This design comes from an exercise in tuning for small area on the open sky130 flow, not from production work. Function was not checked in any run shown here: the RTL went through the layout flow alone. No activity file was given, so power comes from the tool's default toggle rates.

**flow/standard.sh**
```bash
#!/bin/bash
# synth_recipe.tcl (not shown) runs the flow's synth.tcl, then flattens the netlist and writes it again
# the make line also repeats each setting of config.mk as NAME=value (left out here)
make -C /OpenROAD-flow-scripts/flow DESIGN_CONFIG=/design/flow/config.mk WORK_HOME=/design/flow/orfs CLKGATE_MAP_FILE= SYNTH_SCRIPT=/design/flow/synth_recipe.tcl "${@:-finish}"
```
**flow/design.v**
```verilog
package scc_pkg;
    typedef logic signed [7:0] sample_t;
endpackage
`timescale 1ns/1ns
module scc_c_inv (input logic a, output logic y);
    assign y = ~a;
endmodule
module scc_c_and2 (input logic a, input logic b, output logic y);
    assign y = a & b;
endmodule
module scc_c_or2 (input logic a, input logic b, output logic y);
    assign y = a | b;
endmodule
module scc_c_nand2 (input logic a, input logic b, output logic y);
    assign y = ~(a & b);
endmodule
module scc_c_nand3 (input logic a, input logic b, input logic c, output logic y);
    assign y = ~(a & b & c);
endmodule
module scc_c_nand4 (input logic a, input logic b, input logic c, input logic d, output logic y);
    assign y = ~(a & b & c & d);
endmodule
module scc_c_nor2 (input logic a, input logic b, output logic y);
    assign y = ~(a | b);
endmodule
module scc_c_or3 (input logic a, input logic b, input logic c, output logic y);
    assign y = a | b | c;
endmodule
module scc_c_xor2 (input logic a, input logic b, output logic y);
    assign y = a ^ b;
endmodule
module scc_c_xnor2 (input logic a, input logic b, output logic y);
    assign y = ~(a ^ b);
endmodule
module scc_c_xor3 (input logic a, input logic b, input logic c, output logic y);
    assign y = a ^ b ^ c;
endmodule
module scc_c_maj (input logic a, input logic b, input logic c, output logic y);
    assign y = (a & b) | (a & c) | (b & c);
endmodule
module scc_c_fa (input logic a, input logic b, input logic c, output logic s, output logic co);
    assign s  = a ^ b ^ c;
    assign co = (a & b) | (a & c) | (b & c);
endmodule
module scc_c_ha (input logic a, input logic b, output logic s, output logic co);
    assign s  = a ^ b;
    assign co = a & b;
endmodule
module scc_c_aoi222 (input logic a1, input logic a2, input logic b1, input logic b2,
                     input logic c1, input logic c2, output logic y);
    assign y = ~((a1 & a2) | (b1 & b2) | (c1 & c2));
endmodule
module scc_c_ao22 (input logic a1, input logic a2, input logic b1, input logic b2, output logic y);
    assign y = (a1 & a2) | (b1 & b2);
endmodule
module scc_dec32 (input logic [4:0] a, output logic [31:0] sel);
    logic [4:0] an;
    logic [3:0] lo_n;
    logic [7:0] hi_n;
    for (genvar k = 0; k < 5; k++) begin : g_inv
        scc_c_inv u_inv (.a(a[k]), .y(an[k]));
    end
    for (genvar j = 0; j < 4; j++) begin : g_lo
        scc_c_nand2 u_lo (.a(j[0] ? a[0] : an[0]), .b(j[1] ? a[1] : an[1]), .y(lo_n[j]));
    end
    for (genvar j = 0; j < 8; j++) begin : g_hi
        scc_c_nand3 u_hi (.a(j[0] ? a[2] : an[2]), .b(j[1] ? a[3] : an[3]), .c(j[2] ? a[4] : an[4]), .y(hi_n[j]));
    end
    for (genvar i = 0; i < 32; i++) begin : g_sel
        scc_c_nor2 u_sel (.a(lo_n[i % 4]), .b(hi_n[i / 4]), .y(sel[i]));
    end
endmodule
module scc_rd32 (input logic [31:0] s, input logic [31:0] d, output logic [2:0] p);
    logic [10:0] n;
    for (genvar k = 0; k < 10; k++) begin : g_aoi
        scc_c_aoi222 u_aoi (.a1(s[3*k]), .a2(d[3*k]), .b1(s[3*k+1]), .b2(d[3*k+1]),
                            .c1(s[3*k+2]), .c2(d[3*k+2]), .y(n[k]));
    end
    scc_c_aoi222 u_aoi_last (.a1(s[30]), .a2(d[30]), .b1(s[31]), .b2(d[31]),
                             .c1(s[31]), .c2(d[31]), .y(n[10]));
    scc_c_nand4 u_p0 (.a(n[0]), .b(n[1]), .c(n[2]), .d(n[3]), .y(p[0]));
    scc_c_nand4 u_p1 (.a(n[4]), .b(n[5]), .c(n[6]), .d(n[7]), .y(p[1]));
    scc_c_nand3 u_p2 (.a(n[8]), .b(n[9]), .c(n[10]), .y(p[2]));
endmodule
`timescale 1ns/1ns
module scc_mixer
(
    input  logic [23:0] i_s,
    input  logic [11:0] i_vol,
    input  logic [2:0]  i_en,
    output logic [9:0]  o_mix
);
    logic [11:0] ve;
    for (genvar v = 0; v < 3; v++) begin : g_ve
        assign ve[v*4 +: 4] = i_vol[v*4 +: 4] & {4{i_en[v]}};
    end
    logic pp1;
    logic pp2;
    logic pp3;
    logic pp4;
    logic pp5;
    logic pp6;
    logic pp7;
    logic pp8;
    logic pp9;
    logic pp10;
    logic pp11;
    logic pp12;
    logic pp13;
    logic pp14;
    logic pp15;
    logic pp16;
    logic pp17;
    logic pp18;
    logic pp19;
    logic pp20;
    logic pp21;
    logic pp22;
    logic pp23;
    logic pp24;
    logic pp25;
    logic pp26;
    logic pp27;
    logic pn1;
    logic pn2;
    logic pn3;
    logic pn4;
    logic ac1;
    logic fs1;
    logic fc1;
    logic ac2;
    logic fs2;
    logic fc2;
    logic fs3;
    logic fc3;
    logic ac3;
    logic pp28;
    logic pp29;
    logic pp30;
    logic pp31;
    logic pp32;
    logic pp33;
    logic pp34;
    logic pp35;
    logic pp36;
    logic pp37;
    logic pp38;
    logic pp39;
    logic pp40;
    logic pp41;
    logic pp42;
    logic pp43;
    logic pp44;
    logic pp45;
    logic pp46;
    logic pp47;
    logic pp48;
    logic pp49;
    logic pp50;
    logic pp51;
    logic pp52;
    logic pp53;
    logic pp54;
    logic pn5;
    logic pn6;
    logic pn7;
    logic pn8;
    logic ac4;
    logic fs4;
    logic fc4;
    logic ac5;
    logic fs5;
    logic fc5;
    logic fs6;
    logic fc6;
    logic ac6;
    logic pp55;
    logic pp56;
    logic pp57;
    logic pp58;
    logic pp59;
    logic pp60;
    logic pp61;
    logic pp62;
    logic pp63;
    logic pp64;
    logic pp65;
    logic pp66;
    logic pp67;
    logic pp68;
    logic pp69;
    logic pp70;
    logic pp71;
    logic pp72;
    logic pp73;
    logic pp74;
    logic pp75;
    logic pp76;
    logic pp77;
    logic pp78;
    logic pp79;
    logic pp80;
    logic pp81;
    logic pn9;
    logic pn10;
    logic pn11;
    logic pn12;
    logic ac7;
    logic fs7;
    logic fc7;
    logic ac8;
    logic fs8;
    logic fc8;
    logic fs9;
    logic fc9;
    logic ac9;
    logic fs10;
    logic fc10;
    logic fs11;
    logic fc11;
    logic fs12;
    logic fc12;
    logic fs13;
    logic fc13;
    logic fs14;
    logic fc14;
    logic fs15;
    logic fc15;
    logic fs16;
    logic fc16;
    logic fs17;
    logic fc17;
    logic fs18;
    logic fc18;
    logic hs1;
    logic hc1;
    logic fs19;
    logic fc19;
    logic fs20;
    logic fc20;
    logic fs21;
    logic fc21;
    logic fs22;
    logic fc22;
    logic fs23;
    logic fc23;
    logic fs24;
    logic fc24;
    logic fs25;
    logic fc25;
    logic fs26;
    logic fc26;
    logic fs27;
    logic fc27;
    logic fs28;
    logic fc28;
    logic fs29;
    logic fc29;
    logic fs30;
    logic fc30;
    logic fs31;
    logic fc31;
    logic fs32;
    logic fc32;
    logic fs33;
    logic fc33;
    logic fs34;
    logic fc34;
    logic fs35;
    logic fc35;
    logic fs36;
    logic fc36;
    logic fs37;
    logic fc37;
    logic fs38;
    logic fc38;
    logic gs1;
    logic gc1;
    logic fs39;
    logic fc39;
    logic fs40;
    logic fc40;
    logic fs41;
    logic fc41;
    logic fs42;
    logic fc42;
    logic fs43;
    logic fc43;
    logic fs44;
    logic fc44;
    logic fs45;
    logic fc45;
    logic fs46;
    logic fc46;
    logic fs47;
    logic fc47;
    logic hs2;
    logic hc2;
    logic gs2;
    logic gc2;
    logic fs48;
    logic fc48;
    logic fs49;
    logic fc49;
    logic fs50;
    logic fc50;
    logic fs51;
    logic fc51;
    logic fs52;
    logic fc52;
    logic fs53;
    logic fc53;
    logic fs54;
    logic fc54;
    logic fs55;
    logic fc55;
    logic hs3;
    logic hc3;
    logic fs56;
    logic fc56;
    logic fs57;
    logic fc57;
    logic fs58;
    logic fc58;
    logic fs59;
    logic fc59;
    logic fs60;
    logic fc60;
    logic fs61;
    logic fc61;
    logic fs62;
    logic fc62;
    logic fs63;
    logic fc63;
    logic fs64;
    logic fc64;
    logic fs65;
    logic fc65;
    logic fs66;
    logic fc66;
    logic gs3;
    logic gc3;
    logic hs4;
    logic hc4;
    logic [9:0] row_a, row_b, row_s;
    scc_c_and2 u1 (.a(i_s[0]), .b(ve[1]), .y(pp1));
    scc_c_and2 u2 (.a(i_s[0]), .b(ve[2]), .y(pp2));
    scc_c_and2 u3 (.a(i_s[0]), .b(ve[3]), .y(pp3));
    scc_c_and2 u4 (.a(i_s[1]), .b(ve[0]), .y(pp4));
    scc_c_and2 u5 (.a(i_s[1]), .b(ve[1]), .y(pp5));
    scc_c_and2 u6 (.a(i_s[1]), .b(ve[2]), .y(pp6));
    scc_c_and2 u7 (.a(i_s[1]), .b(ve[3]), .y(pp7));
    scc_c_and2 u8 (.a(i_s[2]), .b(ve[0]), .y(pp8));
    scc_c_and2 u9 (.a(i_s[2]), .b(ve[1]), .y(pp9));
    scc_c_and2 u10 (.a(i_s[2]), .b(ve[2]), .y(pp10));
    scc_c_and2 u11 (.a(i_s[2]), .b(ve[3]), .y(pp11));
    scc_c_and2 u12 (.a(i_s[3]), .b(ve[0]), .y(pp12));
    scc_c_and2 u13 (.a(i_s[3]), .b(ve[1]), .y(pp13));
    scc_c_and2 u14 (.a(i_s[3]), .b(ve[2]), .y(pp14));
    scc_c_and2 u15 (.a(i_s[3]), .b(ve[3]), .y(pp15));
    scc_c_and2 u16 (.a(i_s[4]), .b(ve[0]), .y(pp16));
    scc_c_and2 u17 (.a(i_s[4]), .b(ve[1]), .y(pp17));
    scc_c_and2 u18 (.a(i_s[4]), .b(ve[2]), .y(pp18));
    scc_c_and2 u19 (.a(i_s[4]), .b(ve[3]), .y(pp19));
    scc_c_and2 u20 (.a(i_s[5]), .b(ve[0]), .y(pp20));
    scc_c_and2 u21 (.a(i_s[5]), .b(ve[1]), .y(pp21));
    scc_c_and2 u22 (.a(i_s[5]), .b(ve[2]), .y(pp22));
    scc_c_and2 u23 (.a(i_s[5]), .b(ve[3]), .y(pp23));
    scc_c_and2 u24 (.a(i_s[6]), .b(ve[0]), .y(pp24));
    scc_c_and2 u25 (.a(i_s[6]), .b(ve[1]), .y(pp25));
    scc_c_and2 u26 (.a(i_s[6]), .b(ve[2]), .y(pp26));
    scc_c_and2 u27 (.a(i_s[6]), .b(ve[3]), .y(pp27));
    scc_c_nand2 u28 (.a(i_s[7]), .b(ve[0]), .y(pn1));
    scc_c_nand2 u29 (.a(i_s[7]), .b(ve[1]), .y(pn2));
    scc_c_nand2 u30 (.a(i_s[7]), .b(ve[2]), .y(pn3));
    scc_c_nand2 u31 (.a(i_s[7]), .b(ve[3]), .y(pn4));
    scc_c_and2 u32 (.a(pp1), .b(pp4), .y(ac1));
    scc_c_fa u33 (.a(pp2), .b(pp5), .c(pp8), .s(fs1), .co(fc1));
    scc_c_and2 u34 (.a(ac1), .b(fs1), .y(ac2));
    scc_c_fa u35 (.a(pp3), .b(pp6), .c(pp9), .s(fs2), .co(fc2));
    scc_c_fa u36 (.a(pp12), .b(fc1), .c(fs2), .s(fs3), .co(fc3));
    scc_c_and2 u37 (.a(ac2), .b(fs3), .y(ac3));
    scc_c_and2 u38 (.a(i_s[8]), .b(ve[5]), .y(pp28));
    scc_c_and2 u39 (.a(i_s[8]), .b(ve[6]), .y(pp29));
    scc_c_and2 u40 (.a(i_s[8]), .b(ve[7]), .y(pp30));
    scc_c_and2 u41 (.a(i_s[9]), .b(ve[4]), .y(pp31));
    scc_c_and2 u42 (.a(i_s[9]), .b(ve[5]), .y(pp32));
    scc_c_and2 u43 (.a(i_s[9]), .b(ve[6]), .y(pp33));
    scc_c_and2 u44 (.a(i_s[9]), .b(ve[7]), .y(pp34));
    scc_c_and2 u45 (.a(i_s[10]), .b(ve[4]), .y(pp35));
    scc_c_and2 u46 (.a(i_s[10]), .b(ve[5]), .y(pp36));
    scc_c_and2 u47 (.a(i_s[10]), .b(ve[6]), .y(pp37));
    scc_c_and2 u48 (.a(i_s[10]), .b(ve[7]), .y(pp38));
    scc_c_and2 u49 (.a(i_s[11]), .b(ve[4]), .y(pp39));
    scc_c_and2 u50 (.a(i_s[11]), .b(ve[5]), .y(pp40));
    scc_c_and2 u51 (.a(i_s[11]), .b(ve[6]), .y(pp41));
    scc_c_and2 u52 (.a(i_s[11]), .b(ve[7]), .y(pp42));
    scc_c_and2 u53 (.a(i_s[12]), .b(ve[4]), .y(pp43));
    scc_c_and2 u54 (.a(i_s[12]), .b(ve[5]), .y(pp44));
    scc_c_and2 u55 (.a(i_s[12]), .b(ve[6]), .y(pp45));
    scc_c_and2 u56 (.a(i_s[12]), .b(ve[7]), .y(pp46));
    scc_c_and2 u57 (.a(i_s[13]), .b(ve[4]), .y(pp47));
    scc_c_and2 u58 (.a(i_s[13]), .b(ve[5]), .y(pp48));
    scc_c_and2 u59 (.a(i_s[13]), .b(ve[6]), .y(pp49));
    scc_c_and2 u60 (.a(i_s[13]), .b(ve[7]), .y(pp50));
    scc_c_and2 u61 (.a(i_s[14]), .b(ve[4]), .y(pp51));
    scc_c_and2 u62 (.a(i_s[14]), .b(ve[5]), .y(pp52));
    scc_c_and2 u63 (.a(i_s[14]), .b(ve[6]), .y(pp53));
    scc_c_and2 u64 (.a(i_s[14]), .b(ve[7]), .y(pp54));
    scc_c_nand2 u65 (.a(i_s[15]), .b(ve[4]), .y(pn5));
    scc_c_nand2 u66 (.a(i_s[15]), .b(ve[5]), .y(pn6));
    scc_c_nand2 u67 (.a(i_s[15]), .b(ve[6]), .y(pn7));
    scc_c_nand2 u68 (.a(i_s[15]), .b(ve[7]), .y(pn8));
    scc_c_and2 u69 (.a(pp28), .b(pp31), .y(ac4));
    scc_c_fa u70 (.a(pp29), .b(pp32), .c(pp35), .s(fs4), .co(fc4));
    scc_c_and2 u71 (.a(ac4), .b(fs4), .y(ac5));
    scc_c_fa u72 (.a(pp30), .b(pp33), .c(pp36), .s(fs5), .co(fc5));
    scc_c_fa u73 (.a(pp39), .b(fc4), .c(fs5), .s(fs6), .co(fc6));
    scc_c_and2 u74 (.a(ac5), .b(fs6), .y(ac6));
    scc_c_and2 u75 (.a(i_s[16]), .b(ve[9]), .y(pp55));
    scc_c_and2 u76 (.a(i_s[16]), .b(ve[10]), .y(pp56));
    scc_c_and2 u77 (.a(i_s[16]), .b(ve[11]), .y(pp57));
    scc_c_and2 u78 (.a(i_s[17]), .b(ve[8]), .y(pp58));
    scc_c_and2 u79 (.a(i_s[17]), .b(ve[9]), .y(pp59));
    scc_c_and2 u80 (.a(i_s[17]), .b(ve[10]), .y(pp60));
    scc_c_and2 u81 (.a(i_s[17]), .b(ve[11]), .y(pp61));
    scc_c_and2 u82 (.a(i_s[18]), .b(ve[8]), .y(pp62));
    scc_c_and2 u83 (.a(i_s[18]), .b(ve[9]), .y(pp63));
    scc_c_and2 u84 (.a(i_s[18]), .b(ve[10]), .y(pp64));
    scc_c_and2 u85 (.a(i_s[18]), .b(ve[11]), .y(pp65));
    scc_c_and2 u86 (.a(i_s[19]), .b(ve[8]), .y(pp66));
    scc_c_and2 u87 (.a(i_s[19]), .b(ve[9]), .y(pp67));
    scc_c_and2 u88 (.a(i_s[19]), .b(ve[10]), .y(pp68));
    scc_c_and2 u89 (.a(i_s[19]), .b(ve[11]), .y(pp69));
    scc_c_and2 u90 (.a(i_s[20]), .b(ve[8]), .y(pp70));
    scc_c_and2 u91 (.a(i_s[20]), .b(ve[9]), .y(pp71));
    scc_c_and2 u92 (.a(i_s[20]), .b(ve[10]), .y(pp72));
    scc_c_and2 u93 (.a(i_s[20]), .b(ve[11]), .y(pp73));
    scc_c_and2 u94 (.a(i_s[21]), .b(ve[8]), .y(pp74));
    scc_c_and2 u95 (.a(i_s[21]), .b(ve[9]), .y(pp75));
    scc_c_and2 u96 (.a(i_s[21]), .b(ve[10]), .y(pp76));
    scc_c_and2 u97 (.a(i_s[21]), .b(ve[11]), .y(pp77));
    scc_c_and2 u98 (.a(i_s[22]), .b(ve[8]), .y(pp78));
    scc_c_and2 u99 (.a(i_s[22]), .b(ve[9]), .y(pp79));
    scc_c_and2 u100 (.a(i_s[22]), .b(ve[10]), .y(pp80));
    scc_c_and2 u101 (.a(i_s[22]), .b(ve[11]), .y(pp81));
    scc_c_nand2 u102 (.a(i_s[23]), .b(ve[8]), .y(pn9));
    scc_c_nand2 u103 (.a(i_s[23]), .b(ve[9]), .y(pn10));
    scc_c_nand2 u104 (.a(i_s[23]), .b(ve[10]), .y(pn11));
    scc_c_nand2 u105 (.a(i_s[23]), .b(ve[11]), .y(pn12));
    scc_c_and2 u106 (.a(pp55), .b(pp58), .y(ac7));
    scc_c_fa u107 (.a(pp56), .b(pp59), .c(pp62), .s(fs7), .co(fc7));
    scc_c_and2 u108 (.a(ac7), .b(fs7), .y(ac8));
    scc_c_fa u109 (.a(pp57), .b(pp60), .c(pp63), .s(fs8), .co(fc8));
    scc_c_fa u110 (.a(pp66), .b(fc7), .c(fs8), .s(fs9), .co(fc9));
    scc_c_and2 u111 (.a(ac8), .b(fs9), .y(ac9));
    scc_c_fa u112 (.a(pp7), .b(pp10), .c(pp13), .s(fs10), .co(fc10));
    scc_c_fa u113 (.a(pp16), .b(pp34), .c(pp37), .s(fs11), .co(fc11));
    scc_c_fa u114 (.a(pp40), .b(pp43), .c(pp61), .s(fs12), .co(fc12));
    scc_c_fa u115 (.a(pp64), .b(pp67), .c(pp70), .s(fs13), .co(fc13));
    scc_c_fa u116 (.a(fc2), .b(fc5), .c(fc8), .s(fs14), .co(fc14));
    scc_c_fa u117 (.a(fs10), .b(fs11), .c(fs12), .s(fs15), .co(fc15));
    scc_c_fa u118 (.a(fs13), .b(fc3), .c(fc6), .s(fs16), .co(fc16));
    scc_c_fa u119 (.a(fc9), .b(fs14), .c(fs15), .s(fs17), .co(fc17));
    scc_c_fa u120 (.a(ac3), .b(ac6), .c(ac9), .s(fs18), .co(fc18));
    scc_c_ha u121 (.a(fs16), .b(fs17), .s(hs1), .co(hc1));
    scc_c_fa u122 (.a(pp11), .b(pp14), .c(pp17), .s(fs19), .co(fc19));
    scc_c_fa u123 (.a(pp20), .b(pp38), .c(pp41), .s(fs20), .co(fc20));
    scc_c_fa u124 (.a(pp44), .b(pp47), .c(pp65), .s(fs21), .co(fc21));
    scc_c_fa u125 (.a(pp68), .b(pp71), .c(pp74), .s(fs22), .co(fc22));
    scc_c_fa u126 (.a(fc10), .b(fc11), .c(fc12), .s(fs23), .co(fc23));
    scc_c_fa u127 (.a(fc13), .b(fs19), .c(fs20), .s(fs24), .co(fc24));
    scc_c_fa u128 (.a(fs21), .b(fs22), .c(fc14), .s(fs25), .co(fc25));
    scc_c_fa u129 (.a(fc15), .b(fs23), .c(fs24), .s(fs26), .co(fc26));
    scc_c_fa u130 (.a(fc16), .b(fc17), .c(fs25), .s(fs27), .co(fc27));
    scc_c_fa u131 (.a(fs26), .b(fc18), .c(hc1), .s(fs28), .co(fc28));
    scc_c_fa u132 (.a(pp15), .b(pp18), .c(pp21), .s(fs29), .co(fc29));
    scc_c_fa u133 (.a(pp24), .b(pp42), .c(pp45), .s(fs30), .co(fc30));
    scc_c_fa u134 (.a(pp48), .b(pp51), .c(pp69), .s(fs31), .co(fc31));
    scc_c_fa u135 (.a(pp72), .b(pp75), .c(pp78), .s(fs32), .co(fc32));
    scc_c_fa u136 (.a(fc19), .b(fc20), .c(fc21), .s(fs33), .co(fc33));
    scc_c_fa u137 (.a(fc22), .b(fs29), .c(fs30), .s(fs34), .co(fc34));
    scc_c_fa u138 (.a(fs31), .b(fs32), .c(fc23), .s(fs35), .co(fc35));
    scc_c_fa u139 (.a(fc24), .b(fs33), .c(fs34), .s(fs36), .co(fc36));
    scc_c_fa u140 (.a(fc25), .b(fc26), .c(fs35), .s(fs37), .co(fc37));
    scc_c_fa u141 (.a(fs36), .b(fc27), .c(fs37), .s(fs38), .co(fc38));
    scc_c_xnor2 u142 (.a(pp19), .b(pp22), .y(gs1));
    scc_c_or2 u143 (.a(pp19), .b(pp22), .y(gc1));
    scc_c_fa u144 (.a(pp25), .b(pn1), .c(pp46), .s(fs39), .co(fc39));
    scc_c_fa u145 (.a(pp49), .b(pp52), .c(pn5), .s(fs40), .co(fc40));
    scc_c_fa u146 (.a(pp73), .b(pp76), .c(pp79), .s(fs41), .co(fc41));
    scc_c_fa u147 (.a(pn9), .b(gs1), .c(fc29), .s(fs42), .co(fc42));
    scc_c_fa u148 (.a(fc30), .b(fc31), .c(fc32), .s(fs43), .co(fc43));
    scc_c_fa u149 (.a(fs39), .b(fs40), .c(fs41), .s(fs44), .co(fc44));
    scc_c_fa u150 (.a(fc33), .b(fc34), .c(fs42), .s(fs45), .co(fc45));
    scc_c_fa u151 (.a(fs43), .b(fs44), .c(fc35), .s(fs46), .co(fc46));
    scc_c_fa u152 (.a(fc36), .b(fs45), .c(fc37), .s(fs47), .co(fc47));
    scc_c_ha u153 (.a(fs46), .b(fc38), .s(hs2), .co(hc2));
    scc_c_xnor2 u154 (.a(pp23), .b(pp26), .y(gs2));
    scc_c_or2 u155 (.a(pp23), .b(pp26), .y(gc2));
    scc_c_fa u156 (.a(pn2), .b(pp50), .c(pp53), .s(fs48), .co(fc48));
    scc_c_fa u157 (.a(pn6), .b(pp77), .c(pp80), .s(fs49), .co(fc49));
    scc_c_fa u158 (.a(pn10), .b(gc1), .c(gs2), .s(fs50), .co(fc50));
    scc_c_fa u159 (.a(fc39), .b(fc40), .c(fc41), .s(fs51), .co(fc51));
    scc_c_fa u160 (.a(fs48), .b(fs49), .c(fs50), .s(fs52), .co(fc52));
    scc_c_fa u161 (.a(fc42), .b(fc43), .c(fc44), .s(fs53), .co(fc53));
    scc_c_fa u162 (.a(fs51), .b(fs52), .c(fc45), .s(fs54), .co(fc54));
    scc_c_fa u163 (.a(fs53), .b(fc46), .c(fs54), .s(fs55), .co(fc55));
    scc_c_ha u164 (.a(fc47), .b(fs55), .s(hs3), .co(hc3));
    scc_c_fa u165 (.a(pp27), .b(pn3), .c(pp54), .s(fs56), .co(fc56));
    scc_c_fa u166 (.a(pn7), .b(pp81), .c(pn11), .s(fs57), .co(fc57));
    scc_c_fa u167 (.a(gc2), .b(fc48), .c(fc49), .s(fs58), .co(fc58));
    scc_c_fa u168 (.a(fs56), .b(fs57), .c(fc50), .s(fs59), .co(fc59));
    scc_c_fa u169 (.a(fc51), .b(fs58), .c(fc52), .s(fs60), .co(fc60));
    scc_c_fa u170 (.a(fs59), .b(fc53), .c(fs60), .s(fs61), .co(fc61));
    scc_c_fa u171 (.a(fc54), .b(fs61), .c(fc55), .s(fs62), .co(fc62));
    scc_c_fa u172 (.a(pn4), .b(pn8), .c(pn12), .s(fs63), .co(fc63));
    scc_c_fa u173 (.a(fc56), .b(fc57), .c(fs63), .s(fs64), .co(fc64));
    scc_c_fa u174 (.a(fc58), .b(fs64), .c(fc59), .s(fs65), .co(fc65));
    scc_c_fa u175 (.a(fc60), .b(fs65), .c(fc61), .s(fs66), .co(fc66));
    scc_c_xnor2 u176 (.a(fc63), .b(fc64), .y(gs3));
    scc_c_or2 u177 (.a(fc63), .b(fc64), .y(gc3));
    scc_c_ha u178 (.a(gs3), .b(fc65), .s(hs4), .co(hc4));
    assign row_a = {1'b1, gc3, hs4, fs66, hc3, hc2, fs47, fc28, fs27, fs18};
    assign row_b = {1'b0, hc4, fc66, fc62, fs62, hs3, hs2, fs38, fs28, hs1};
    scc_mix_add u_add (.a(row_a), .b(row_b), .s(row_s));
    assign o_mix[0] = row_s[0];
    assign o_mix[1] = row_s[1];
    assign o_mix[2] = row_s[2];
    assign o_mix[3] = row_s[3];
    assign o_mix[4] = row_s[4];
    assign o_mix[5] = row_s[5];
    assign o_mix[6] = row_s[6];
    assign o_mix[7] = row_s[7];
    assign o_mix[8] = row_s[8];
    assign o_mix[9] = row_s[9];
endmodule
module scc_mix_add (input logic [9:0] a, input logic [9:0] b, output logic [9:0] s);
    assign s = a + b;
endmodule
`timescale 1ns/1ns
module scc_top
(
    input  logic               i_emuclk,
    input  logic               i_rst_n,
    input  logic [17:0]        i_req,
    output logic [7:0]         o_db,
    output logic signed [10:0] o_sound
);
    logic       wr, rd;
    logic [7:0] addr, wdata;
    logic [7:0] wdata_r;
    assign wr    = i_req[17];
    assign rd    = i_req[16];
    assign addr  = i_req[15:8];
    assign wdata = i_req[7:0];
    assign wdata_r = wdata & {8{i_rst_n}};
    logic [31:0] asel;
    logic [2:0]  wv;
    logic [2:0]  rv;
    scc_dec32 u_adec (.a(addr[4:0]), .sel(asel));
    for (genvar v = 0; v < 3; v++) begin : g_win
        logic win;
        assign win   = (addr[7:5] == 3'(v));
        assign wv[v] = wr && win;
        assign rv[v] = rd && win && i_rst_n;
    end
    logic [2:0][11:0] freq_q;
    logic [2:0][3:0]  vol_q;
    logic [2:0]       load_q;
    logic [2:0]       en_q;
    for (genvar v = 0; v < 3; v++) begin : g_reg
        logic lo_wr, hi_wr, vol_wr;
        assign lo_wr  = wr && (addr == 8'(8'h80 + 2 * v));
        assign hi_wr  = wr && (addr == 8'(8'h81 + 2 * v));
        assign vol_wr = wr && (addr == 8'(8'h8A + v));
        always_ff @(posedge i_emuclk) begin
            if (!i_rst_n || lo_wr)  freq_q[v][7:0]  <= wdata_r;
            if (!i_rst_n || hi_wr)  freq_q[v][11:8] <= wdata_r[3:0];
            if (!i_rst_n || vol_wr) vol_q[v]        <= wdata_r[3:0];
        end
        always_ff @(posedge i_emuclk) load_q[v] <= i_rst_n && (lo_wr || hi_wr);
    end
    always_ff @(posedge i_emuclk) begin
        if (!i_rst_n || (wr && addr == 8'h8F)) en_q <= wdata_r[2:0];
    end
    logic [2:0][7:0] samp_q;
    logic [2:0][7:0][2:0] cpu_p;
    for (genvar v = 0; v < 3; v++) begin : g_voice
        logic [11:0] pcnt;
        logic [12:0] brw;
        logic [11:0] pdec;
        logic [4:0]  ptr;
        logic        zero;
        logic [31:0] psel;
        logic [7:0]  mem [32];
        logic [7:0]  play;
        assign brw[0] = 1'b1;
        for (genvar k = 0; k < 12; k++) begin : g_brw
            assign pdec[k]    = pcnt[k] ^ brw[k];
            assign brw[k + 1] = brw[k] & ~pcnt[k];
        end
        assign zero = brw[12];
        always_ff @(posedge i_emuclk) begin
            if (!i_rst_n)               pcnt <= '0;
            else if (load_q[v] || zero) pcnt <= freq_q[v];
            else                        pcnt <= pdec;
        end
        always_ff @(posedge i_emuclk) begin
            if (!i_rst_n || zero) ptr <= (ptr + 5'd1) & {5{i_rst_n}};
        end
        scc_dec32 u_pdec (.a(ptr), .sel(psel));
        for (genvar i = 0; i < 32; i++) begin : g_byte
            logic we, we_n;
            logic [7:0] nxt;
            scc_c_nand2 u_wen (.a(asel[i]), .b(wv[v]), .y(we_n));
            scc_c_inv   u_we  (.a(we_n), .y(we));
            for (genvar b = 0; b < 8; b++) begin : g_bit
                scc_c_ao22 u_hold (.a1(we), .a2(wdata[b]), .b1(we_n), .b2(mem[i][b]), .y(nxt[b]));
            end
            always_ff @(posedge i_emuclk) mem[i] <= nxt;
        end
        for (genvar b = 0; b < 8; b++) begin : g_col
            logic [31:0] col;
            logic [2:0]  pp;
            for (genvar i = 0; i < 32; i++) begin : g_c
                assign col[i] = mem[i][b];
            end
            scc_rd32 u_play (.s(psel), .d(col), .p(pp));
            scc_c_or3 u_or (.a(pp[0]), .b(pp[1]), .c(pp[2]), .y(play[b]));
            scc_rd32 u_cpu (.s(asel), .d(col), .p(cpu_p[v][b]));
        end
        always_ff @(posedge i_emuclk) samp_q[v] <= play;
    end
    logic [7:0] db_d;
    for (genvar b = 0; b < 8; b++) begin : g_db
        logic [2:0] n;
        for (genvar v = 0; v < 3; v++) begin : g_v
            scc_c_aoi222 u_g (.a1(rv[v]), .a2(cpu_p[v][b][0]), .b1(rv[v]), .b2(cpu_p[v][b][1]),
                              .c1(rv[v]), .c2(cpu_p[v][b][2]), .y(n[v]));
        end
        scc_c_nand3 u_o (.a(n[0]), .b(n[1]), .c(n[2]), .y(db_d[b]));
    end
    logic [7:0] db_q;
    always_ff @(posedge i_emuclk) db_q <= db_d;
    assign o_db = db_q;
    logic [9:0] mix;
    scc_mixer u_mix (
        .i_s   ({samp_q[2], samp_q[1], samp_q[0]}),
        .i_vol ({vol_q[2], vol_q[1], vol_q[0]}),
        .i_en  (en_q),
        .o_mix (mix)
    );
    logic [9:0] snd_q;
    always_ff @(posedge i_emuclk) snd_q <= mix & {10{i_rst_n}};
    assign o_sound = {snd_q[9], snd_q};
endmodule
```
**flow/flow/run.sh**
```bash
#!/bin/bash
set -euo pipefail
export CTS_ARGS="-sink_clustering_enable -repair_clock_nets -dont_use_dummy_load -sink_buffer_max_cap_derate 1.0 -buf_list {sky130_fd_sc_hd__clkbuf_8 sky130_fd_sc_hd__clkbuf_16} -root_buf sky130_fd_sc_hd__clkbuf_16 -tree_buf sky130_fd_sc_hd__clkbuf_16 -sink_clustering_buffer sky130_fd_sc_hd__clkbuf_8 -sink_clustering_size 16 -sink_clustering_max_diameter 55"
export BUFFER_PORTS_ARGS="-buffer_cell sky130_fd_sc_hd__buf_1"
bash standard.sh > standard.log 2>&1
```
**flow/config.mk**
```make
export PLATFORM = sky130hd
export DESIGN_NAME = scc_top
export DESIGN_NICKNAME = scc_top
export VERILOG_FILES = /design/flow/design.v
export SDC_FILE = /design/flow/constraint.sdc
export NUM_CORES = 4
export LEC_CHECK = 0
export CAP_MARGIN = 20
export CORE_MARGIN = 2
export CORE_UTILIZATION = 40
export SLEW_MARGIN = 20
export SYNTH_HIERARCHICAL = 1
```
**flow/constraint.sdc**
```tcl
create_clock -name core_clock -period 7.0 [get_ports {i_emuclk}]
set_input_delay 1.4000 -clock core_clock [delete_from_list [all_inputs] [get_ports {i_emuclk}]]
set_output_delay 1.4000 -clock core_clock [all_outputs]
set_load 0.01 [all_outputs]
```
==> results of run 1 <==
## cells by family (layout without fill, tap and decap cells)
family                   after synthesis  in the layout
buffers and inverters                169            329
flip-flops                           915            915
other                                  2              4
adder cells (fa/ha/maj)              116            116
XOR/XNOR                              20             20
AO/OA/AOI/OAI                       1405           1405
AND/OR/NAND/NOR                      694            694
## placed cells by master (no fill, tap or decap), drive strengths merged, types with 63 or more instances in the layout
| cell | netlist | layout |
|---|---|---|
| dfxtp | 849 | 849 |
| a22o | 768 | 768 |
| a222oi | 552 | 552 |
| and2 | 160 | 160 |
| inv | 152 | 152 |
| nor2 | 140 | 140 |
| nand2 | 138 | 138 |
| nand3 | 99 | 99 |
| nand4 | 96 | 96 |
| clkbuf | 13 | 95 |
| buf | 4 | 82 |
| fa | 67 | 67 |
| edfxtp | 66 | 66 |
| o21ai | 63 | 63 |
## worst paths after layout
check                                          end  depth (start not counted)       start  slack [ns]
worst max register to register            snd_q[8]                         14     en_q[0]        2.01
worst min register to register  g_voice[1].pcnt[8]                          1  freq_q[20]        0.49
worst max-delay path                      snd_q[8]                         14     en_q[0]        2.01
worst min-delay path            g_voice[1].pcnt[8]                          1  freq_q[20]        0.49
## where the power goes
group / internal (mW) / switching, mW / total, mW
clock network: 1.23 / 1.77 / 3.00
logic: 0.721 / 1.14 / 1.87
registers: 5.69 / 0.311 / 6.00
total: 7.64 / 3.22 / 10.9
## critical path: cells and delay by family, from the launching register on
kind / cells / cell delay [ns]
flip-flops: 1 / 0.41
AND/OR/NAND/NOR: 4 / 0.79
XOR/XNOR: 1 / 0.09
adder cells (fa/ha/maj): 7 / 3.03
AO/OA/AOI/OAI: 2 / 0.59
## flip-flops by register name, indices dropped and copies added, names as in the netlist
name / cells
freq_q: 36
load_q: 3
snd_q: 10
en_q: 3
g_voice.ptr: 15
vol_q: 12
g_voice.mem: 768
db_q: 8
samp_q: 24
g_voice.pcnt: 36
## synthesized netlist by cell type (6+ instances only)
library cell,n
dfxtp_1,849
a22o_1,768
a222oi_1,552
and2_1,160
inv_1,152
nor2_1,140
nand2_1,137
nand3_1,99
nand4_1,96
fa_1,67
edfxtp_1,66
o21ai_0,54
ha_1,49
or3_1,26
xnor2_1,14
clkbuf_1,13
o211a_1,10
o21ai_1,9
nand2b_1,6
nor3_1,6
or2_1,6
xor2_1,6
## modules after synthesis, one instance, submodules excluded, excerpt
module | copies in the design | cell area [um2]
scc_mix_add | 1 | 427
scc_c_ao22 | 768 | 8.76
scc_c_nor2 | 128 | 3.75
scc_c_xnor2 | 3 | 8.76
scc_c_inv | 116 | 3.75
scc_c_and2 | 90 | 6.26
scc_c_nand4 | 96 | 6.26
scc_mixer | 1 | 82.6
scc_c_ha | 4 | 12.5
scc_c_fa | 66 | 20.0
scc_c_aoi222 | 552 | 10.0
scc_c_nand3 | 88 | 5.00
scc_top | 1 | 20800
scc_c_or2 | 3 | 6.26
scc_c_or3 | 24 | 6.26
## layout make-up
type | count | share of cell area (%)
Antenna cell | 2 | 0.0120
Clock buffer | 87 | 3.12
Inverter | 152 | 1.37
Multi-Input combinational cell | 2237 | 44.8
Sequential cell | 915 | 45.6
Tap cell | 1265 | 3.80
Timing Repair Buffer | 90 | 1.36
## per-layer routing
metal  part of all wire [%]  vias up  global-route usage (%)
met3                     12      337                    6.10
met5                  0.030        -                       0
li1                       -    14542                       -
met2                     41     2289                    39.3
met1                     42    16225                    38.8
met4                    4.3        6                    10.7
## stage by stage
step / setup WS (ns) / utilization, % / total power [mW] / std cells
2_1_floorplan: 2.26 / - / 7.25 / 3321
3_3_place_gp: 1.95 / 42.6 / 7.91 / 4658
3_5_place_dp: 1.96 / 42.6 / 7.93 / 4658
4_1_cts: 1.99 / 43.9 / 10.9 / 4745
5_1_grt: 1.74 / 43.9 / 11.3 / 4746
6_report: 2.01 / 43.9 / 10.9 / 4748
==> results.toml, run 1 <==
[drt]
ant_nets = 0
routed_wire_length_per_instance_um = 29.3
post_drt_via_cell_ratio = 7.03
detailedRoute.firstIterationViolations = 7478
route.vias.total = 33399
post-route-drc-count = 0
drt-pass1-iter-count = 12
drt_wl_total_mm = 139

[layout]
nFillCells = 8859
drive_above_1_share_pct = 5.63
seqCellArea_um2 = 19000
area_of_combinational_cells_with_multiple_inputs_um2 = 18600
syn_to_final_growth_pct = 9.26
stdcell_area_um2 = 41600
fin_nets = 3619

[cts]
clockRootBuffer = "clkbuf_16"
max-clock-path-buffers = 3
hold_buffers = 0
cts_tree = "done"
cts-htree-levels = 3
number_of_buffers_created_by_cts = 87
numClockSinks = 915
total_setup_buffers_inserted_after_cts = 0
path_clk_slew_ns = 0.09
post_cts_resize_count = 0
clock_latency_ns = 0.67

[sta]
maxSlewHeadroom_pct = 20.6
grt_setup_unrepaired = "no"
period_minus_slack_ns = 4.99
hold_ws_ns = 0.488
setup_skew_after_layout_ns = 0.0864
final_slew_violations = 0
hold_viol = 0
setup_viol_count_final = 0
fin_crit_sh_pct = 71.2
fmax_ghz = 0.201
worst_tran_pin_value_ns = 1.19
totalNegativeSetupSlack_ns = 0

[logic_synthesis]
synthCells = 3321
yosys.area_share.xor_xnor_pct = 0.460
netlist.top_cell.by_area = "dfxtp_1"
postSynth.asyncResetShare_pct = 0
post_synth_num_cell_types = 43
postSynthRegisterBits = 915
yosys.area_share.simple_pct = 9.34
postSynthNetCount = 3457
synth.area.top_cells = "dfxtp_1 45%, a22o_1 18%, a222oi_1 15%, edfxtp_1 5.2%, fa_1 3.5%"
ys.flop_type = "dfxtp_1"
synth_compound_gate_area_share_pct = 33.6
synth.yosys.seq_area_share_pct = 49.8
muxShareOfSynthArea_pct = 0
synth_top_family_by_area = "compound AO/OA/AOI/OAI gates"
fraction_of_post_synthesis_cell_area_in_the_top_cell_type_by_area_pct = 44.6
number_of_enable_flip_flop_cells_after_synthesis = 66
ys.warnings.count = 13
synth_area_um2 = 38100
synth_area_per_cell_um2 = 11.5
synth-adder-area-share_pct = 5.13

[floorplan]
die_width_um = 313
die_y_um = 313
start_util_pct = 40.2
design.die.area_um2 = 97700
floorplan.io_pins = 39
coreArea_um2 = 94700
num_rows = 113

[grt]
number_of_global_route_vias_before_repair = 30371
grt_overflow = 0
grt_start_max_net_pins = 85
grt_pass1_wl_mm = 202
aggregate_global_route_resource_usage_pct = 27.1
grt_antenna_before_repair = 11

[power_and_ir_drop]
static-leakage-power_nw = 16.1
power_per_cell_area_nw_per_um2 = 261
max-vdd-ir-drop_mv = 0.167

[hold_path]
hold_class = "reg -> reg"

[setup_path]
critical_path.endpoint_type = "flop"
timing.critical_path.slowest_stage_cell = "fa_1"
critPathMaxFanout = 7
path_cells = "and2_1, and2_1, fa_1, fa_1, fa_1, fa_1, fa_1, fa_1, ha_1, and3_1, a221o_1, o41ai_2, xnor2_1, and2_1"
crit_path_start_kind = "flop"
worst_path_largest_cell_delay_ns = 0.48
cp.required_ns = 7.51
crit_type = "reg -> reg"
worst-endpoint-arrival_ns = 5.50
critPathMostFrequentCell = "fa_1"

[placement]
io_buffer_count = 38
global_placement_routability_congestion = 0.977
place_area_um2 = 40300
dp.final_hpwl_mm = 94.0

[status]
outcome = "complete, no violations"

[job]
drv.max_cap_violation_count = 0
==> run 2: changes to the inputs <==
--- a/flow/config.mk
+++ b/flow/config.mk
@@ -9,3 +9,3 @@
 export CORE_MARGIN = 2
-export CORE_UTILIZATION = 40
+export CORE_UTILIZATION = 55
 export SLEW_MARGIN = 20
==> results.toml, run 2 <==
[setup_path]
reg2reg_setup_slack_ns = 1.90
crit_path_start_kind = "flop"
setup.worst_path.start = "en_q[0]"
cp.required_ns = 7.46
worst-endpoint-arrival_ns = 5.56
critical_path.endpoint_type = "flop"
worst_r2r_path_depth = 14
crit_type = "reg -> reg"
critPathMaxFanout = 8
reg2reg_to = "snd_q[7]"
worstReg2RegStart = "en_q[0]"

[layout]
fin_nets = 3607
flip_flop_count_of_the_largest_register_all_copies_and_words_added = 768
syn_to_final_growth_pct = 7.72
layout_commonest_cell = "dfxtp_1"
nFillCells = 5755
reg_top3 = "g_voice.mem (768), freq_q (36), g_voice.pcnt (36)"
max_flop_register = "g_voice.mem"
commonest_non_fill_non_tap_cells_in_the_layout = "849 x dfxtp_1, 768 x a22o_1, 552 x a222oi_1, 160 x and2_1, 152 x inv_1"
drive_above_1_share_pct = 5.30

[hold_path]
hold_depth = 1
hold_class = "reg -> reg"
hp-start = "freq_q[21]"
holdPathEnd = "g_voice[1].pcnt[9]"

[grt]
aggregate_global_route_resource_usage_pct = 38.4
grt_antenna_before_repair = 13
grt_start_max_net_pins = 59
grt_overflow = 0
number_of_global_route_vias_before_repair = 31869
grt_pass1_wl_mm = 207

[floorplan]
start_util_pct = 55.6
design.die.area_um2 = 71400
die_width_um = 267
coreArea_um2 = 68600
num_rows = 96
die_y_um = 267
floorplan.io_pins = 39

[drt]
detailedRoute.firstIterationViolations = 7596
routed_wire_length_per_instance_um = 32.1
post_drt_via_cell_ratio = 7.80
ant_nets = 0
route.vias.total = 34364
post-route-drc-count = 0
drt_wl_total_mm = 141
drt-pass1-iter-count = 17

[logic_synthesis]
synth.yosys.seq_area_share_pct = 49.8
fraction_of_post_synthesis_cell_area_in_the_top_cell_type_by_area_pct = 44.6
synthCells = 3321
netlist.top_cell.by_area = "dfxtp_1"
synth.most_common_cell = "dfxtp_1"
postSynthRegisterBits = 915
number_of_enable_flip_flop_cells_after_synthesis = 66
postSynthNetCount = 3457
synth_area_um2 = 38100
post_synth_num_cell_types = 43
ys.flop_type = "dfxtp_1"
synth.area.top_cells = "dfxtp_1 45%, a22o_1 18%, a222oi_1 15%, edfxtp_1 5.2%, fa_1 3.5%"
postSynth.asyncResetShare_pct = 0
ys.warnings.count = 13
ys_top_cells_by_count = "849 x dfxtp_1, 768 x a22o_1, 552 x a222oi_1"
synth_area_per_cell_um2 = 11.5

[placement]
io_buffer_count = 38
dp.final_hpwl_mm = 99.3
global_placement_routability_congestion = 1.09

[sta]
totalNegativeSetupSlack_ns = 0
worst_tran_pin_value_ns = 1.14
grt_setup_unrepaired = "no"
maxSlewHeadroom_pct = 24.2
period_minus_slack_ns = 5.10
fmax_ghz = 0.196
setup_viol_count_final = 0
hold_viol = 0
hold_ws_ns = 0.498
fin_crit_sh_pct = 72.9
setup_skew_after_layout_ns = 0.0708
final_slew_violations = 0

[cts]
numClockSinks = 915
hold_buffers = 0
path_clk_slew_ns = 0.09
cts_tree = "done"
number_of_buffers_created_by_cts = 77
total_setup_buffers_inserted_after_cts = 0
clock_latency_ns = 0.62
post_cts_resize_count = 0
cts-htree-levels = 3
clockRootBuffer = "clkbuf_16"
max-clock-path-buffers = 3

[status]
outcome = "complete, no violations"

[job]
drv.max_cap_violation_count = 0

[power_and_ir_drop]
power_per_cell_area_nw_per_um2 = 262
static-leakage-power_nw = 16.0
max-vdd-ir-drop_mv = 0.191
==> run 2: per-module statistics from Yosys (local to each module, per instance), a selection <==
module,cells,area (um2),flip-flops and latches,copies in the design
scc_mixer,14,82.6,0,1
scc_c_nand2,1,3.75,0,124
scc_c_ao22,1,8.76,0,768
scc_c_and2,1,6.26,0,90
scc_c_ha,1,12.5,0,4
scc_c_xnor2,1,8.76,0,3
scc_c_nor2,1,3.75,0,128
scc_c_aoi222,1,10.0,0,552
scc_c_fa,1,20.0,0,66
scc_c_inv,1,3.75,0,116
scc_c_or3,1,6.26,0,24
scc_c_nand4,1,6.26,0,96
scc_c_nand3,1,5.00,0,88
==> run 2: power by group <==
group          total (mW)  internal [mW]  switching [mW]
registers            6.02           5.68           0.333
clock network        2.81           1.11            1.71
logic                1.93          0.732            1.20
==> run 2: worst max-delay path by stage <==
stage                     slack (ns)  depth (start not counted)       end
after floorplan                 2.26                         14  snd_q[8]
after global placement          1.94                         14  snd_q[7]
after detailed placement        1.93                         14  snd_q[8]
after CTS                       1.86                         14  snd_q[7]
after global routing            1.62                         14  snd_q[7]
final                           1.90                         14  snd_q[7]
==> run 2: cells by family after synthesis <==
| logic type | Yosys count | share of synthesized area, % |
|---|---|---|
| AOI/OAI and AO/OA | 1405 | 33.6 |
| DFF | 915 | 49.8 |
| and+or+nand+nor | 694 | 9.34 |
| buffers and inverters | 169 | 1.68 |
| adders and majority gates | 116 | 5.13 |
| xor gates and xnor gates | 20 | 0.460 |
| other | 2 | 0.0197 |
==> run 2: layout make-up <==
type	instances	area (um2)	area share [%]
Clock buffer	77	1160	2.83
Timing Repair Buffer	88	549	1.34
Inverter	152	571	1.39
Sequential cell	915	19000	46.2
Multi-Input combinational cell	2237	18600	45.3
Tap cell	931	1160	2.84
Antenna cell	4	10.0	0.0244
==> run 2: critical path: stages (launching register included) <==
cell and delay (ns):
edfxtp_1 0.41, and2_1 0.24, and2_1 0.19, fa_1 0.59, fa_1 0.47, fa_1 0.44
fa_1 0.43, fa_1 0.38, ha_1 0.31, ha_1 0.36, and3_1 0.25, a2111oi_0 0.46
nor3_1 0.12, xor2_1 0.16, and2_1 0.16
==> run 2: routing by layer <==
metal	global-route usage, %	part of all wire [%]
met1	51.8	39
met2	58.9	43
met3	8.12	12
met4	17.8	5.7
met5	0	0.043
==> run 2: metrics by stage <==
| step | area [um2] | worst slack (ns) | std cells | utilization (%) | total power [mW] |
|---|---|---|---|---|---|
| final | 41000 | 1.90 | 4404 | 59.8 | 10.8 |
| after global routing | 41000 | 1.62 | 4401 | 59.8 | 11.2 |
| after CTS | 41000 | 1.86 | 4400 | 59.8 | 10.7 |
| after detailed placement | 39900 | 1.93 | 4323 | 58.1 | 8.00 |
| after global placement | 39900 | 1.94 | 4322 | 58.1 | 7.91 |
| after floorplan | 38100 | 2.26 | 3321 | - | 7.25 |

-- static timing again, ports no longer ideal --
The results above use ideal ports. As a check the final layouts listed here were re-extracted and re-timed, cells and wires unchanged. Step 1: set_driving_cell puts a clkbuf_16 on i_emuclk and a buf_2 on each other input, an assumption about the parent block. Step 2 times the ports against the registers' clock, not the clock port: input delays grow and output delays shrink by t, the midpoint of the rising clock arrivals with the driver on. a / b / c = ideal ports / drivers / drivers and shift; a / b = the first two.
| run | shift t [ns] | setup slack, ns | worst register clock-pin slew, ns | worst slew at a driven data input, ns |
|---|---|---|---|---|
| run 1 | 0.683 | 2.014 / 2.014 / 2.014 | 0.10 / 0.10 | 0.08 |
| run 2 | 0.660 | 1.896 / 1.896 / 1.896 | 0.11 / 0.11 | 0.09 |
After both steps setup and hold are still met in every run listed.
